This design comes from an exercise in tuning for small area on the open sky130 flow, not from production work.
The RTL was checked by simulation tests, not by an equivalence proof against the original design.
The clock port is modelled as an ideal driver, which makes a skipped or thinned clock tree look cheaper than it is; a real chip needs a root buffer or a tree.
Power and IR drop assume default switching activity.

==> inputs of run a <==
Design sky, start of the top module:
module sky (
	input wire logic clock,
	input wire logic reset,
	input wire logic update_req,
	output logic update_ack,
	input wire logic draw_req,
	output logic draw_ack,
	output logic pixel_req,
	input wire logic pixel_ack,
	output logic [7:0] x,
	output logic [6:0] y,
	output logic [2:0] color
);
==> module sky, before the edit <==
module sky (
	input wire logic clock,
	input wire logic reset,
	input wire logic update_req,
	output logic update_ack,
	input wire logic draw_req,
	output logic draw_ack,
	output logic pixel_req,
	input wire logic pixel_ack,
	output logic [7:0] x,
	output logic [6:0] y,
	output logic [2:0] color
);
	localparam int ROWS = 28;
	logic [11:0] lfsr;
	logic [4:0] ring [ROWS];
	logic clearing;
	logic [4:0] age_out;
	logic write_late;
	logic drawing;
	logic scan_done;
	logic [4:0] column;
	logic [4:0] row;
	logic [3:0] subpixel;
	logic meatball;
	logic next_meatball;
	logic accept;
	logic painter_idle;
	logic take;
	logic pixel_done;
	logic cell_done;
	logic [4:0] next_column;
	logic [4:0] next_row;
	logic write;
	logic clear;
	logic [4:0] write_value;
	assign scan_done = column[4:1] == 4'b1111;
	assign accept = update_req && !update_ack && !drawing;
	assign painter_idle = !pixel_req && !pixel_ack;
	assign take = drawing && !scan_done && painter_idle;
	assign pixel_done = pixel_req && pixel_ack;
	assign cell_done = pixel_done && subpixel == 4'd15;
	assign next_row = row == 5'(ROWS - 1) ? 5'd0 : row + 5'd1;
	assign next_column = row != 5'(ROWS - 1) ? column : column == 5'd29 ? 5'd0 : column + 5'd1;
	assign x = {column, subpixel[3:2]};
	assign y = {row, subpixel[1:0]};
	assign color = {3{meatball}};
	always_ff @(posedge clock) begin
		if (!reset) begin
			lfsr <= 12'hACE;
		end else begin
			lfsr <= {lfsr[10:0], lfsr[11] ^ lfsr[5] ^ lfsr[3] ^ lfsr[0]};
		end
	end
	always_ff @(posedge clock) begin
		if (!reset) begin
			update_ack <= 1'b0;
		end else if (accept) begin
			update_ack <= 1'b1;
		end else if (!update_req) begin
			update_ack <= 1'b0;
		end
	end
	always_ff @(posedge clock) begin
		clearing <= !reset;
	end
	always_ff @(posedge clock) begin
		if (!reset) begin
			age_out <= 5'(ROWS - 1);
			write_late <= 1'b0;
		end else begin
			if (!accept) begin
				age_out <= age_out == 5'd0 ? 5'(ROWS - 1) : age_out - 5'd1;
			end
			write_late <= accept && age_out[0];
		end
	end
	assign write = (accept && !age_out[0]) || write_late;
	assign clear = !reset || clearing;
	assign write_value = clear ? 5'd0 : write_late ? lfsr[5:1] : lfsr[4:0];
	always_ff @(posedge clock) begin
		ring[0] <= ring[ROWS - 1];
		for (int p = 1; p < ROWS; p++) begin
			if (p % 2 == 1 && (clear || (write && age_out[4:1] == 4'((ROWS - 1 - p) / 2)))) begin
				ring[p] <= write_value;
			end else begin
				ring[p] <= ring[p - 1];
			end
		end
	end
	always_ff @(posedge clock) begin
		if (age_out == row) begin
			next_meatball <= ring[0] == next_column + 5'd1;
		end
	end
	always_ff @(posedge clock) begin
		if (!reset) begin
			meatball <= 1'b0;
		end else if (accept) begin
			meatball <= lfsr[4:0] == 5'd1;
		end else if (cell_done) begin
			meatball <= next_meatball;
		end
	end
	always_ff @(posedge clock) begin
		if (!reset) begin
			drawing <= 1'b0;
			draw_ack <= 1'b0;
		end else if (!drawing) begin
			if (draw_req) begin
				drawing <= 1'b1;
			end
		end else if (draw_ack) begin
			if (!draw_req) begin
				draw_ack <= 1'b0;
				drawing <= 1'b0;
			end
		end else if (scan_done && painter_idle) begin
			draw_ack <= 1'b1;
		end
	end
	always_ff @(posedge clock) begin
		if (!drawing) begin
			column <= '0;
			row <= '0;
			subpixel <= '0;
		end else if (pixel_done) begin
			subpixel <= subpixel + 4'd1;
			if (subpixel == 4'd15) begin
				row <= next_row;
				column <= row == 5'(ROWS - 1) ? column + 5'd1 : column;
			end
		end
	end
	always_ff @(posedge clock) begin
		if (!reset) begin
			pixel_req <= 1'b0;
		end else if (take) begin
			pixel_req <= 1'b1;
		end else if (pixel_done) begin
			pixel_req <= 1'b0;
		end
	end
endmodule
Settings: LEC_CHECK=0, CAP_MARGIN=20, CORE_MARGIN=2, CORE_UTILIZATION=30, SLEW_MARGIN=20; clock period 8.0 ns.
standard.sh (not shown) runs the stock make flow with config.mk's settings and CLKGATE_MAP_FILE= SYNTH_SCRIPT=/design/flow/synth_recipe.tcl, a recipe that flattens the netlist after the stock synthesis.
==> flow/flow/run.sh <==
#!/bin/bash
# The standard layout (standard.sh) with three changes:
# - synthesis maps the logic with an area-oriented abc script (flow/area.abc)
#   instead of ORFS's speed script; everything else in synth_recipe.tcl,
#   including the flip-flop mapping, is unchanged;
# - clock tree synthesis inserts no dummy loads and uses clkbuf_8 only;
# - ports are buffered with the smallest buffer.
set -euo pipefail
here=$PWD
{
	cat <<TCL
proc abc {args} {
  set i [lsearch -exact \$args -script]
  lset args [expr {\$i + 1}] $here/flow/area.abc
  yosys abc {*}\$args
}
TCL
	cat synth_recipe.tcl
} > own_synth.tcl
sed "s#SYNTH_SCRIPT=$here/synth_recipe.tcl #SYNTH_SCRIPT=$here/own_synth.tcl #" standard.sh > own_standard.sh
grep -q "SYNTH_SCRIPT=$here/own_synth.tcl " own_standard.sh
export CTS_ARGS="-sink_clustering_enable -repair_clock_nets -dont_use_dummy_load -buf_list {sky130_fd_sc_hd__clkbuf_8}"
export BUFFER_PORTS_ARGS="-buffer_cell sky130_fd_sc_hd__buf_1"
bash own_standard.sh > standard.log 2>&1
==> flow/flow/area.abc <==
strash
dch
map -a
strash
dch
amap
topo
==> run b: changes against run a <==
--- a/flow/design.v
+++ b/flow/design.v
@@ -58,5 +58,4 @@
 	logic clear;
 	logic [4:0] write_value;
-	assign scan_done = column[4:1] == 4'b1111;
 	assign accept = update_req && !update_ack && !drawing;
 	assign painter_idle = !pixel_req && !pixel_ack;
@@ -113,6 +112,6 @@
 	end
 	always_ff @(posedge clock) begin
-		if (age_out == row) begin
-			next_meatball <= ring[0] == next_column + 5'd1;
+		if (age_out == next_row) begin
+			next_meatball <= ring[ROWS - 1] == next_column + 5'd1;
 		end
 	end
@@ -130,4 +129,5 @@
 			drawing <= 1'b0;
 			draw_ack <= 1'b0;
+			scan_done <= 1'b0;
 		end else if (!drawing) begin
 			if (draw_req) begin
@@ -138,11 +138,16 @@
 				draw_ack <= 1'b0;
 				drawing <= 1'b0;
+				scan_done <= 1'b0;
 			end
-		end else if (scan_done && painter_idle) begin
-			draw_ack <= 1'b1;
+		end else if (scan_done) begin
+			if (painter_idle) begin
+				draw_ack <= 1'b1;
+			end
+		end else if (cell_done && row == 5'(ROWS - 1) && column == 5'd29) begin
+			scan_done <= 1'b1;
 		end
 	end
 	always_ff @(posedge clock) begin
-		if (!drawing) begin
+		if (!reset) begin
 			column <= '0;
 			row <= '0;
@@ -152,5 +157,5 @@
 			if (subpixel == 4'd15) begin
 				row <= next_row;
-				column <= row == 5'(ROWS - 1) ? column + 5'd1 : column;
+				column <= next_column;
 			end
 		end
==> flow/flow/area.abc (replaced) <==
strash
dch
map -a
topo
==> run c: changes against run a <==
--- a/flow/design.v
+++ b/flow/design.v
@@ -58,5 +58,4 @@
 	logic clear;
 	logic [4:0] write_value;
-	assign scan_done = column[4:1] == 4'b1111;
 	assign accept = update_req && !update_ack && !drawing;
 	assign painter_idle = !pixel_req && !pixel_ack;
@@ -113,6 +112,6 @@
 	end
 	always_ff @(posedge clock) begin
-		if (age_out == row) begin
-			next_meatball <= ring[0] == next_column + 5'd1;
+		if (age_out == next_row) begin
+			next_meatball <= ring[ROWS - 1] == next_column + 5'd1;
 		end
 	end
@@ -130,4 +129,5 @@
 			drawing <= 1'b0;
 			draw_ack <= 1'b0;
+			scan_done <= 1'b0;
 		end else if (!drawing) begin
 			if (draw_req) begin
@@ -138,11 +138,16 @@
 				draw_ack <= 1'b0;
 				drawing <= 1'b0;
+				scan_done <= 1'b0;
 			end
-		end else if (scan_done && painter_idle) begin
-			draw_ack <= 1'b1;
+		end else if (scan_done) begin
+			if (painter_idle) begin
+				draw_ack <= 1'b1;
+			end
+		end else if (cell_done && row == 5'(ROWS - 1) && column == 5'd29) begin
+			scan_done <= 1'b1;
 		end
 	end
 	always_ff @(posedge clock) begin
-		if (!drawing) begin
+		if (!reset) begin
 			column <= '0;
 			row <= '0;
@@ -152,5 +157,5 @@
 			if (subpixel == 4'd15) begin
 				row <= next_row;
-				column <= row == 5'(ROWS - 1) ? column + 5'd1 : column;
+				column <= next_column;
 			end
 		end
==> flow/run.sh (new file) <==
#!/bin/bash
# synth_recipe.tcl (not shown) runs the flow's synth.tcl, then flattens the netlist and writes it again
# the make line also repeats each setting of config.mk as NAME=value (left out here)
make -C /OpenROAD-flow-scripts/flow DESIGN_CONFIG=/design/flow/config.mk WORK_HOME=/design/flow/orfs CLKGATE_MAP_FILE= SYNTH_SCRIPT=/design/flow/synth_recipe.tcl finish
removed: flow/flow/run.sh
removed: flow/flow/area.abc
removed: flow/standard.sh
==> run d: changes against run a <==
--- a/flow/design.v
+++ b/flow/design.v
@@ -40,5 +40,6 @@
 	logic clearing;
 	logic [4:0] age_out;
-	logic write_late;
+	logic [3:1] accepted;
+	logic [1:0] write_age;
 	logic drawing;
 	logic scan_done;
@@ -65,5 +66,5 @@
 	assign cell_done = pixel_done && subpixel == 4'd15;
 	assign next_row = row == 5'(ROWS - 1) ? 5'd0 : row + 5'd1;
-	assign next_column = row != 5'(ROWS - 1) ? column : column == 5'd29 ? 5'd0 : column + 5'd1;
+	assign next_column = column + 5'(row == 5'(ROWS - 1));
 	assign x = {column, subpixel[3:2]};
 	assign y = {row, subpixel[1:0]};
@@ -86,24 +87,42 @@
 	end
 	always_ff @(posedge clock) begin
-		clearing <= !reset;
+		clearing <= !reset || (clearing && !lfsr[0]);
+	end
+	always_ff @(posedge clock) begin
+		accepted <= {accepted[2:1], accept};
 	end
 	always_ff @(posedge clock) begin
 		if (!reset) begin
 			age_out <= 5'(ROWS - 1);
-			write_late <= 1'b0;
-		end else begin
-			if (!accept) begin
-				age_out <= age_out == 5'd0 ? 5'(ROWS - 1) : age_out - 5'd1;
-			end
-			write_late <= accept && age_out[0];
+		end else if (!accept) begin
+			age_out <= age_out == 5'd0 ? 5'(ROWS - 1) : age_out - 5'd1;
 		end
 	end
-	assign write = (accept && !age_out[0]) || write_late;
+	always_comb begin
+		write = 1'b0;
+		write_age = 2'd0;
+		case (age_out[1:0])
+			2'd0: begin
+				write = accept;
+				write_age = 2'd0;
+			end
+			2'd1: begin
+				write = |accepted;
+				write_age = accepted[1] ? 2'd1 : accepted[2] ? 2'd2 : 2'd3;
+			end
+			2'd2: begin
+				write = accepted[1] && accepted[3];
+				write_age = 2'd3;
+			end
+			default: begin
+			end
+		endcase
+	end
 	assign clear = !reset || clearing;
-	assign write_value = clear ? 5'd0 : write_late ? lfsr[5:1] : lfsr[4:0];
+	assign write_value = clear ? 5'd0 : 5'(lfsr[7:0] >> write_age);
 	always_ff @(posedge clock) begin
 		ring[0] <= ring[ROWS - 1];
 		for (int p = 1; p < ROWS; p++) begin
-			if (p % 2 == 1 && (clear || (write && age_out[4:1] == 4'((ROWS - 1 - p) / 2)))) begin
+			if (p % 4 == 3 && (clear || (write && age_out[4:2] == 3'((ROWS - 1 - p) / 4)))) begin
 				ring[p] <= write_value;
 			end else begin
@@ -114,5 +133,5 @@
 	always_ff @(posedge clock) begin
 		if (age_out == row) begin
-			next_meatball <= ring[0] == next_column + 5'd1;
+			next_meatball <= ring[0] == (next_column == 5'd30 ? 5'd1 : next_column + 5'd1);
 		end
 	end
@@ -152,5 +171,5 @@
 			if (subpixel == 4'd15) begin
 				row <= next_row;
-				column <= row == 5'(ROWS - 1) ? column + 5'd1 : column;
+				column <= next_column;
 			end
 		end
==> flow/flow/run.sh (replaced) <==
#!/bin/bash
# The standard layout (standard.sh) with three changes:
# - synthesis maps the logic with an area-oriented abc script (flow/area.abc)
#   instead of ORFS's speed script, and leaves adders to abc too (no
#   ADDER_MAP_FILE, so no half/full-adder cells); everything else in
#   synth_recipe.tcl, including the flip-flop mapping, is unchanged;
# - clock tree synthesis is replaced by flow/own_cts.tcl (sourced as ORFS's
#   PRE_CTS_TCL hook): the clock port drives 4 inv_2, each driving 3 inv_6,
#   each driving a group of 15 registers that are close together (two
#   inversions, so the registers see the clock's own polarity);
# - ports are buffered with the smallest buffer.
set -euo pipefail
here=$PWD
{
	cat <<TCL
proc abc {args} {
  set i [lsearch -exact \$args -script]
  lset args [expr {\$i + 1}] $here/flow/area.abc
  yosys abc {*}\$args
}
TCL
	cat synth_recipe.tcl
} > own_synth.tcl
sed -e "s#SYNTH_SCRIPT=$here/synth_recipe.tcl #SYNTH_SCRIPT=$here/own_synth.tcl #" \
	-e "s#CLKGATE_MAP_FILE= #CLKGATE_MAP_FILE= ADDER_MAP_FILE= #" standard.sh > own_standard.sh
grep -q "SYNTH_SCRIPT=$here/own_synth.tcl " own_standard.sh
grep -q "ADDER_MAP_FILE= " own_standard.sh
export PRE_CTS_TCL=$here/flow/own_cts.tcl
export OWN_CTS_NET=clock
export OWN_CTS_BUF=sky130_fd_sc_hd__inv_6
export OWN_CTS_LEAVES=12
export OWN_CTS_MID=sky130_fd_sc_hd__inv_2
export OWN_CTS_MIDS=4
export BUFFER_PORTS_ARGS="-buffer_cell sky130_fd_sc_hd__buf_1"
bash own_standard.sh > standard.log 2>&1
==> flow/flow/area.abc (replaced) <==
strash
dch
amap
strash
dch
amap
topo
==> flow/flow/own_cts.tcl (new file) <==

# Split items ({object x y} lists) into k groups of nearly equal size, cutting
# each time across the longer side of the items' bounding box.
proc own_cts_split {items k} {
  if {$k <= 1} { return [list $items] }
  set xs {}; set ys {}
  foreach s $items { lappend xs [lindex $s 1]; lappend ys [lindex $s 2] }
  set dx [expr {[tcl::mathfunc::max {*}$xs] - [tcl::mathfunc::min {*}$xs]}]
  set dy [expr {[tcl::mathfunc::max {*}$ys] - [tcl::mathfunc::min {*}$ys]}]
  set key [expr {$dx >= $dy ? 1 : 2}]
  set sorted [lsort -integer -index $key $items]
  set k1 [expr {$k / 2}]
  set cut [expr {([llength $sorted] * $k1 + $k / 2) / $k}]
  return [concat [own_cts_split [lrange $sorted 0 [expr {$cut - 1}]] $k1] \
                 [own_cts_split [lrange $sorted $cut end] [expr {$k - $k1}]]]
}

# One buffer of master at the centre of the group, driving the group's
# iterms through a new clock net. Returns {buffer x y}.
proc own_cts_drive {block master group name} {
  set sx 0; set sy 0
  foreach s $group { incr sx [lindex $s 1]; incr sy [lindex $s 2] }
  set n [llength $group]
  set cx [expr {$sx / $n}]
  set cy [expr {$sy / $n}]
  set buf [odb::dbInst_create $block $master $name]
  $buf setLocation [expr {$cx - [$master getWidth] / 2}] [expr {$cy - [$master getHeight] / 2}]
  $buf setPlacementStatus PLACED
  set net [odb::dbNet_create $block "clknet_$name"]
  $net setSigType CLOCK
  foreach s $group {
    set it [lindex $s 0]
    $it disconnect
    $it connect $net
  }
  set in {}
  foreach it [$buf getITerms] {
    if {[$it getSigType] ne "SIGNAL"} { continue }
    if {[$it getIoType] eq "OUTPUT"} { $it connect $net } else { set in $it }
  }
  puts "own_cts: $name drives $n pins, at ([expr {$cx / 1000.0}], [expr {$cy / 1000.0}])"
  return [list $in $cx $cy]
}

proc clock_tree_synthesis {args} {
  set block [ord::get_db_block]
  set db [ord::get_db]
  set clk [$block findNet $::env(OWN_CTS_NET)]
  set sinks {}
  foreach it [$clk getITerms] {
    set box [[$it getInst] getBBox]
    lappend sinks [list $it [expr {([$box xMin] + [$box xMax]) / 2}] [expr {([$box yMin] + [$box yMax]) / 2}]]
  }
  puts "own_cts: [llength $sinks] sinks"
  set leaves {}
  set i 0
  foreach g [own_cts_split $sinks $::env(OWN_CTS_LEAVES)] {
    lappend leaves [own_cts_drive $block [$db findMaster $::env(OWN_CTS_BUF)] $g "clkbuf_leaf_$i"]
    incr i
  }
  set mids {}
  set i 0
  foreach g [own_cts_split $leaves $::env(OWN_CTS_MIDS)] {
    lappend mids [own_cts_drive $block [$db findMaster $::env(OWN_CTS_MID)] $g "clkbuf_mid_$i"]
    incr i
  }
  foreach m $mids { [lindex $m 0] connect $clk }
  $clk setSigType CLOCK
  set_propagated_clock [all_clocks]
}
==> summary of the runs <==
- Run d produced a clean layout. Run b finished clean. Run a went through all stages and came out clean. Run c completed without violations.
- Against run c, the total power of run d is lower by 24%.
- Against run b, the register-to-register slack of run c is higher by 60 ps.
- Between run c and run d, the lower setup slack is in run c (gap 230 ps).
- In first-iteration DRC count, run b and run c do not differ.
In run d the design's own scripts or RTL, not TritonCTS, make the clock network.

-- static timing again, ports no longer ideal --
Ports are ideal in the flow. The routed layouts listed here were re-timed in OpenROAD. Step 1 assumes that a clkbuf_16 drives the clock port and a buf_2 every other input. Step 2, shift: input delay + t, output delay - t, t = (earliest + latest rising clock arrival at the registers) / 2. This alone moves slack from input paths to output paths. Three values: no drivers, after step 1, after step 2; two values: the first two.
run	t, ns	setup WS [ns]	worst hold slack (ns)
run a	0.466	4.381 / 4.390 / 3.925	0.305 / 0.305 / 0.305
run b	0.471	3.823 / 3.837 / 3.366	0.321 / 0.321 / 0.321
run c	0.461	4.143 / 4.159 / 3.698	0.323 / 0.323 / 0.323
run d	0.278	4.372 / 4.422 / 4.144	0.331 / 0.331 / 0.331
After both steps every run listed still meets setup and hold. The setup slack of run b, which loses most, moves by +0.014 ns with the drivers and by -0.457 ns with both steps.
